What follows belongs to an exercise in optimizing a design on an open flow for small area, a short achievable clock period and few clock cycles per item; a production flow would make more cautious choices.
In this exercise RTL edits were held to simulation tests only and were not proved equivalent to the original.
Power and IR drop assume default switching activity.

<file path="design/flow/design.v">
`default_nettype none
package plint_pkg;
  localparam int XW        = 16;           
  localparam int SW        = 24;           
  localparam int STW       = 2;            
  localparam int AW        = 3;            
  localparam int DW        = 24;           
  localparam int PW        = XW + SW;      
  localparam int DIV_STEPS = SW;           
  localparam int NUM_STAGES = DIV_STEPS + 4;
  typedef enum logic [STW-1:0] {
    ST_OK    = 2'd0,
    ST_EMPTY = 2'd1,
    ST_NOSEG = 2'd2
  } status_e;
  typedef enum logic [AW-1:0] {
    REG_COUNT = 3'd0,
    REG_X0    = 3'd1,
    REG_X1    = 3'd2,
    REG_X2    = 3'd3,
    REG_S0    = 3'd4,
    REG_S1    = 3'd5,
    REG_S2    = 3'd6
  } reg_e;
  localparam logic [1:0]    RST_COUNT = 2'd3;
  localparam logic [XW-1:0] RST_X0    = 16'd0;
  localparam logic [XW-1:0] RST_X1    = 16'd60;
  localparam logic [XW-1:0] RST_X2    = 16'd500;
  localparam logic [SW-1:0] RST_S0    = 24'd65536;
  localparam logic [SW-1:0] RST_S1    = 24'd65536;
  localparam logic [SW-1:0] RST_S2    = 24'd0;
  typedef struct packed {
    status_e         status;
    logic [SW-1:0]   base;
    logic [XW-1:0]   dx;
    logic [SW:0]     dy;
    logic [XW-1:0]   dvs;
  } sel_t;
  typedef struct packed {
    status_e         status;
    logic [SW-1:0]   base;
    logic [XW-1:0]   dx;
    logic [SW-1:0]   mag;
    logic            neg;
    logic [XW-1:0]   dvs;
  } mag_t;
  typedef struct packed {
    status_e         status;
    logic [SW-1:0]   base;
    logic [PW-1:0]   prod;
    logic            neg;
    logic [XW-1:0]   dvs;
  } mul_t;
  typedef struct packed {
    status_e         status;
    logic [SW-1:0]   base;
    logic            neg;
    logic [XW-1:0]   dvs;
    logic [XW-1:0]   rem;
    logic [SW-1:0]   lo;
  } div_t;
  function automatic div_t div_step(div_t a);
    logic [XW:0] t;
    logic [XW:0] d;
    logic        ge;
    div_t        r;
    t  = {a.rem, a.lo[SW-1]};
    ge = (t >= {1'b0, a.dvs});
    r  = a;
    d  = t - {1'b0, a.dvs};
    r.rem = ge ? d[XW-1:0] : t[XW-1:0];
    r.lo  = {a.lo[SW-2:0], ge};
    div_step = r;
  endfunction
endpackage
`default_nettype wire
`default_nettype none
module piecewise_linear_interpolator (
  input  wire logic                     clk_i,
  input  wire logic                     rst_ni,
  input  wire logic                     cfg_valid_i,
  output logic                          cfg_ready_o,
  input  wire logic [plint_pkg::AW-1:0] cfg_addr_i,
  input  wire logic [plint_pkg::DW-1:0] cfg_data_i,
  input  wire logic                     s_axis_tvalid,
  output logic                          s_axis_tready,
  input  wire logic [15:0]              s_axis_tdata,    
  output logic                          m_axis_tvalid,
  input  wire logic                     m_axis_tready,
  output logic [23:0]                   m_axis_tdata,    
  output logic [1:0]                    m_axis_tuser     
);
  localparam int NS    = plint_pkg::NUM_STAGES;
  localparam int S_SEL = 0;
  localparam int S_MAG = 1;
  localparam int S_MUL = 2;
  localparam int S_DV0 = 3;
  localparam int S_OUT = NS - 1;
  localparam int ND    = plint_pkg::DIV_STEPS;
  localparam int XW    = plint_pkg::XW;
  localparam int SW    = plint_pkg::SW;
  logic [1:0]    cnt_q;
  logic [XW-1:0] x0_q, x1_q, x2_q;
  logic [SW-1:0] s0_q, s1_q, s2_q;
  assign cfg_ready_o = 1'b1;
  always_ff @(posedge clk_i or negedge rst_ni) begin
    if (!rst_ni) begin
      cnt_q <= plint_pkg::RST_COUNT;
      x0_q  <= plint_pkg::RST_X0;
      x1_q  <= plint_pkg::RST_X1;
      x2_q  <= plint_pkg::RST_X2;
      s0_q  <= plint_pkg::RST_S0;
      s1_q  <= plint_pkg::RST_S1;
      s2_q  <= plint_pkg::RST_S2;
    end else if (cfg_valid_i) begin
      unique case (cfg_addr_i)
        plint_pkg::REG_COUNT: cnt_q <= cfg_data_i[1:0];
        plint_pkg::REG_X0:    x0_q  <= cfg_data_i[XW-1:0];
        plint_pkg::REG_X1:    x1_q  <= cfg_data_i[XW-1:0];
        plint_pkg::REG_X2:    x2_q  <= cfg_data_i[XW-1:0];
        plint_pkg::REG_S0:    s0_q  <= cfg_data_i[SW-1:0];
        plint_pkg::REG_S1:    s1_q  <= cfg_data_i[SW-1:0];
        plint_pkg::REG_S2:    s2_q  <= cfg_data_i[SW-1:0];
        default: ;
      endcase
    end
  end
  logic [NS-1:0] vld_q, vld_d, adv;
  always_comb begin
    adv[S_OUT] = !vld_q[S_OUT] || m_axis_tready;
    for (int k = NS - 2; k >= 0; k--) begin
      adv[k] = !vld_q[k] || adv[k+1];
    end
  end
  always_comb begin
    for (int k = 0; k < NS; k++) begin
      if (adv[k]) begin
        vld_d[k] = (k == 0) ? s_axis_tvalid : vld_q[(k == 0) ? 0 : k-1];
      end else begin
        vld_d[k] = vld_q[k];
      end
    end
  end
  always_ff @(posedge clk_i or negedge rst_ni) begin
    if (!rst_ni) begin
      vld_q <= '0;
    end else begin
      vld_q <= vld_d;
    end
  end
  assign s_axis_tready = adv[S_SEL];
  logic [XW-1:0]      x;
  logic [XW-1:0]      xl;
  logic [SW-1:0]      sl;
  logic [XW-1:0]      xa, xb;
  logic [SW-1:0]      sa, sb;
  logic               seg_ok;
  plint_pkg::sel_t    sel_d, sel_q;
  assign x = s_axis_tdata[XW-1:0];
  always_comb begin
    unique case (cnt_q)
      2'd2:    begin xl = x1_q; sl = s1_q; end
      2'd3:    begin xl = x2_q; sl = s2_q; end
      default: begin xl = x0_q; sl = s0_q; end
    endcase
  end
  always_comb begin
    xa = x0_q; xb = x1_q; sa = s0_q; sb = s1_q;
    seg_ok = 1'b0;
    priority if (cnt_q >= 2'd2 && x <= x1_q) begin
      seg_ok = 1'b1;
    end else if (cnt_q == 2'd3 && x > x1_q && x <= x2_q) begin
      xa = x1_q; xb = x2_q; sa = s1_q; sb = s2_q;
      seg_ok = 1'b1;
    end else begin
      seg_ok = 1'b0;
    end
  end
  always_comb begin
    sel_d.status = plint_pkg::ST_OK;
    sel_d.base   = '0;
    sel_d.dx     = '0;
    sel_d.dy     = '0;
    sel_d.dvs    = XW'(1);   
    priority if (cnt_q == 2'd0) begin
      sel_d.status = plint_pkg::ST_EMPTY;
    end else if (x <= x0_q) begin
      sel_d.base = s0_q;
    end else if (x >= xl) begin
      sel_d.base = sl;
    end else if (seg_ok) begin
      sel_d.base = sa;
      sel_d.dx   = x - xa;
      sel_d.dy   = {sb[SW-1], sb} - {sa[SW-1], sa};
      sel_d.dvs  = xb - xa;
    end else begin
      sel_d.status = plint_pkg::ST_NOSEG;
    end
  end
  plint_pkg::mag_t mag_d, mag_q;
  plint_pkg::mul_t mul_d, mul_q;
  logic [SW:0]     dy_abs;
  always_comb begin
    dy_abs       = sel_q.dy[SW] ? -sel_q.dy : sel_q.dy;
    mag_d.status = sel_q.status;
    mag_d.base   = sel_q.base;
    mag_d.dx     = sel_q.dx;
    mag_d.mag    = dy_abs[SW-1:0];
    mag_d.neg    = sel_q.dy[SW];
    mag_d.dvs    = sel_q.dvs;
  end
  always_comb begin
    mul_d.status = mag_q.status;
    mul_d.base   = mag_q.base;
    mul_d.prod   = {{SW{1'b0}}, mag_q.dx} * {{XW{1'b0}}, mag_q.mag};
    mul_d.neg    = mag_q.neg;
    mul_d.dvs    = mag_q.dvs;
  end
  localparam int DTW = plint_pkg::STW + SW + 1 + XW + XW + SW;   
  plint_pkg::div_t      div_in, div_last;
  logic [ND:0][DTW-1:0] div_bus;   
  always_comb begin
    div_in.status = mul_q.status;
    div_in.base   = mul_q.base;
    div_in.neg    = mul_q.neg;
    div_in.dvs    = mul_q.dvs;
    div_in.rem    = mul_q.prod[plint_pkg::PW-1:SW];
    div_in.lo     = mul_q.prod[SW-1:0];
  end
  assign div_bus[0] = div_in;
  for (genvar k = 0; k < ND; k++) begin : g_div
    plint_pkg::div_t cur, nxt;
    logic [DTW-1:0]  q;
    assign cur = div_bus[k];
    assign nxt = plint_pkg::div_step(cur);
    always_ff @(posedge clk_i) begin
      if (adv[S_DV0 + k]) q <= nxt;
    end
    assign div_bus[k+1] = q;
  end
  assign div_last = div_bus[ND];
  logic [SW-1:0] quo_s;
  logic [SW-1:0] score_q;
  logic [1:0]    status_q;
  assign quo_s = div_last.neg ? -div_last.lo : div_last.lo;
  always_ff @(posedge clk_i) begin
    if (adv[S_SEL]) sel_q <= sel_d;
    if (adv[S_MAG]) mag_q <= mag_d;
    if (adv[S_MUL]) mul_q <= mul_d;
    if (adv[S_OUT]) begin
      score_q  <= div_last.base + quo_s;
      status_q <= div_last.status;
    end
  end
  assign m_axis_tvalid = vld_q[S_OUT];
  assign m_axis_tdata  = score_q;
  assign m_axis_tuser  = status_q;
endmodule
`default_nettype wire
</file>
<file path="design/flow/run.sh">
#!/bin/bash
# synth_recipe.tcl (not shown) runs the flow's synth.tcl, then flattens the netlist and writes it again
# the make line also repeats each setting of config.mk as NAME=value (left out here)
make -C /OpenROAD-flow-scripts/flow DESIGN_CONFIG=/design/flow/config.mk WORK_HOME=/design/flow/orfs CLKGATE_MAP_FILE= SYNTH_SCRIPT=/design/flow/synth_recipe.tcl finish
</file>
<file path="design/flow/config.mk">
export PLATFORM = sky130hd
export DESIGN_NAME = piecewise_linear_interpolator
export DESIGN_NICKNAME = piecewise_linear_interpolator
export VERILOG_FILES = /design/flow/design.v
export SDC_FILE = /design/flow/constraint.sdc
export NUM_CORES = 4
export LEC_CHECK = 0
export CAP_MARGIN = 20
export CORE_MARGIN = 2
export CORE_UTILIZATION = 40
export SLEW_MARGIN = 20
</file>
<file path="design/flow/constraint.sdc">
create_clock -name core_clock -period 8.0 [get_ports {clk_i}]
set_input_delay 1.6000 -clock core_clock [delete_from_list [all_inputs] [get_ports {clk_i}]]
set_output_delay 1.6000 -clock core_clock [all_outputs]
set_load 0.01 [all_outputs]
</file>
==> flow_metrics.py <==
metrics = {
    "run_status": {
        "status": "complete, no violations",
    },
    "route": {
        "firstDrtPassIters": 8,
        "drt-wirelength-per-cell_um": 19.8,
        "dr_total_vias": 65100,
        "drt-total-wl_um": 253000,
        "drc": 0,
        "drtIter0Drc": 3913,
        "final_antenna_net_count": 0,
        "vias_per_cell": 5.11,
    },
    "floorplanning": {
        "die_x_um": 540,
        "fp.coreArea_um2": 286000,
        "initial_core_util_pct": 40.3,
        "die_area_um2": 292000,
        "rows": 196,
        "ioPinCount": 77,
        "die_h_um": 540,
    },
    "grt": {
        "grt_pass1_vias": 67700,
        "grt_pass1_wl_um": 395000,
        "antenna_found_initial": 8,
        "grt_usage_pct": 17.4,
        "grt.overflow.total": 0,
        "grt_max_degree": 88,
    },
    "sta": {
        "holdWs_ns": 0.347,
        "slew_headroom_pct": 30.7,
        "worst_pin_slew_ns": 1.04,
        "fin_setup_tns_ns": 0,
        "max_freq_ghz": 0.131,
        "hold_viol": 0,
        "finalCriticalPeriod_ns": 7.65,
        "post-route-period-util_pct": 95.6,
        "clock_skew_ns": 0.0957,
        "rsz0062_at_grt": "false",
        "slew_violations": 0,
        "finalSetupViolCount": 0,
    },
    "cts": {
        "root_buffer": "clkbuf_16",
        "cts_sinks": 2385,
        "insertion_delay_ns": 0.90,
        "clockBufferDepth": 4,
        "cts_hold_buf": 0,
        "path_clk_slew_ns": 0.06,
        "cts-buffers-inserted": 245,
        "cts_tree": "done",
        "htree_levels": 4,
        "cts_resized": 0,
    },
    "logic_synthesis": {
        "synth_top_family_by_area": "adder cells",
        "synth.mux.area_fraction_pct": 3.53,
        "yosysUniqueCellTypes": 76,
        "synthAdderAreaFrac_pct": 12.7,
        "syn-cell-area_um2": 115000,
        "syn_area_per_cell_um2": 13.5,
        "yosys_warnings": 1,
        "dominantRegCellSynth": "edfxtp_1",
        "synth_async_sr_flop_share_pct": 6.29,
        "synth_simple_gate_area_share_pct": 8.07,
        "ys_seq_elements": 2385,
        "synth_edf_count": 2235,
        "syn-instance-count": 8522,
        "seq_area_frac_synth_pct": 61.6,
        "synthXorXnorAreaFrac_pct": 2.97,
        "syn_nets": 9542,
        "synth_compound_area_share_pct": 7.37,
    },
    "min_path": {
        "hp-start": "g_div[3].q[65]",
        "hold_depth": 0,
        "hp-class": "flop to flop",
        "min_to": "g_div[4].q[65]",
    },
    "layout": {
        "final_cell_count_no_fill": 12700,
        "drive_gt1_share_pct": 9.73,
        "final_cell_mix": "edfxtp_1, inv_1, ha_1",
        "syn_to_final_growth_pct": 12.4,
        "layout.nets": 9799,
        "final_common_cell": "edfxtp_1",
    },
    "worst_setup_path": {
        "reg2reg_depth": 22,
        "critPathKind": "flop to flop",
        "crit_path_max_incr_delay_ns": 0.74,
        "r2r_slack_ns": 0.35,
        "cp-start-kind": "flop",
        "reg2reg_from": "mag_q[47]",
        "worstReg2RegEnd": "mul_q[53]",
        "worst_path_max_delay_cell": "a221oi_1",
        "crit_top_cell": "fa_1",
        "cp-end-kind": "flop",
        "cp.required_ns": 8.55,
        "crit_arrival_ns": 8.20,
        "path_cells": "buf_12, and2_1, fa_1, inv_1, fa_1, fa_1, inv_1, fa_1, fa_1, inv_1, fa_1, inv_1, ha_1, a211oi_1, o21bai_1, a221oi_1, a21oi_1, o221ai_1, o31ai_1, buf_4, o41ai_1, xnor2_1",
        "crit_fanout": 15,
        "crit_family": "adder cells",
        "critPathBufInv": 6,
    },
    "power": {
        "total_leakage_power_nw": 51.9,
        "power_mw": 47.9,
        "peakVddDrop_mv": 0.276,
        "power.density_nw_per_um2": 371,
    },
    "run": {
        "drv_cap": 0,
    },
    "placement": {
        "io_buffer_count": 75,
        "gp_congestion": 0.894,
        "dpl.cell_count": 12300,
        "dp_hpwl_um": 187000,
    },
}
[repair_timing]
action	in CTS	in global routing
setup endpoints to repair	0	1
setup buffers	0	5
hold endpoints to repair	0	0
[routing by layer]
metal  GRT usage [%]  vias to the layer above  routed length [µm]
met3            2.23                      451                9060
met5               0                        -                  27
met1            20.9                    32200              103000
li1                -                    31100                   -
met4            6.86                        4               10700
met2            31.4                     1304              130000
[final cells by class]
cell class	instances	area (µm²)
fill	25100	156000
inverter	932	3510
timing repair buffer	185	1660
sequential	2385	70900
tap	3762	4710
multi-input combinational	5030	40200
clock inverter	156	1950
antenna	8	20.0
clock buffer	290	6410
[cell usage after synthesis (23+ instances only)]
cell type	count	area (µm²)
edfxtp_1	2235	67100
inv_1	932	3500
ha_1	639	8000
nand2_1	625	2350
nor2_1	432	1620
o21ai_0	363	1820
a21oi_1	357	1790
fa_1	333	6670
mux2_2	261	2940
xnor2_1	247	2160
nor3_1	180	901
and2_1	174	1090
xor2_1	143	1250
clkbuf_1	142	533
dfrtp_1	136	3400
nand3_1	119	596
a21o_1	114	856
mux2i_1	112	1120
o21a_1	91	683
nand2b_1	83	519
nor2b_1	68	425
or3_1	67	419
nand4_1	62	388
o31ai_1	59	443
a211oi_1	53	398
o21bai_1	48	360
nor4_1	29	181
o211ai_1	26	195
or2_2	26	163
a21boi_0	25	188
a31oi_1	23	144
[sequential cells by signal, indices dropped and copies added (netlist names)]
name / flops
s1_q: 24
g_div.q: 1960
vld_q: 28
x1_q: 16
x0_q: 16
sel_q: 83
cnt_q: 2
x2_q: 16
mag_q: 83
mul_q: 83
score_q: 24
status_q: 2
s2_q: 24
s0_q: 24
[per-stage QoR]
step / cell area, µm² / setup slack, ns / util, %
final: 129000 / 0.351 / 45.3
after global routing: 129000 / 0.00981 / 45.3
after CTS: 129000 / 0.360 / 45.2
after detailed placement: 121000 / -0.0509 / 42.3
after global placement: 121000 / 0.00655 / 42.3
after floorplan: 115000 / -1.58 / -
[power breakdown]
group / internal [mW] / total, mW / switching (mW)
Sequential: 18.9 / 20.7 / 1.81
Combinational: 6.62 / 15.5 / 8.88
Clock: 6.98 / 11.7 / 4.74
Total: 32.5 / 47.9 / 15.4
[how the worst max path moves through the flow]
stage | to | cells after the start | slack [ns] | startpoint
5_1_grt | mul_q[53] | 20 | 0.01 | mag_q[22]
2_1_floorplan | s_axis_tready | 11 | -1.58 | m_axis_tready
3_3_place_gp | sel_q[56] | 22 | 0.007 | s_axis_tdata[9]
6_report | mul_q[53] | 22 | 0.35 | mag_q[47]
3_5_place_dp | sel_q[56] | 22 | -0.05 | s_axis_tdata[9]
4_1_cts | mul_q[53] | 22 | 0.36 | mag_q[47]
[cells by family after synthesis]
family | Yosys count
AO/OA/AOI/OAI | 1347
XOR/XNOR | 390
adder cells (fa/ha/maj) | 972
buffers and inverters | 1107
flip-flops | 2385
multiplexers | 373
other | 1
AND/OR/NAND/NOR | 1947
Testbench counts, summed over its fixed seeds: cycles 4,688, items 4,096.

re-timing with driven ports:
The results above use ideal ports. As a check the final layout listed here was re-extracted and re-timed, cells and wires unchanged. Step 1, drivers: a clkbuf_16 drives clk_i and a buf_2 each remaining input, both assumed. Step 2 also shifts input and output timing later by t, the mid clock arrival at the registers, as if the neighbouring blocks saw the same clock. Slacks: no drivers / after step 1 / after step 2; pairs: no drivers / after step 1.
t (ns): 0.960
setup WS [ns]: 0.351 / 0.351 / 0.021
worst setup path at the end: input to register
worst data-port slew with drivers (ns): 0.14
After both steps setup and hold are still met in this run. The setup slack of this run moves by 0.000 ns with the drivers and by -0.330 ns with both steps.
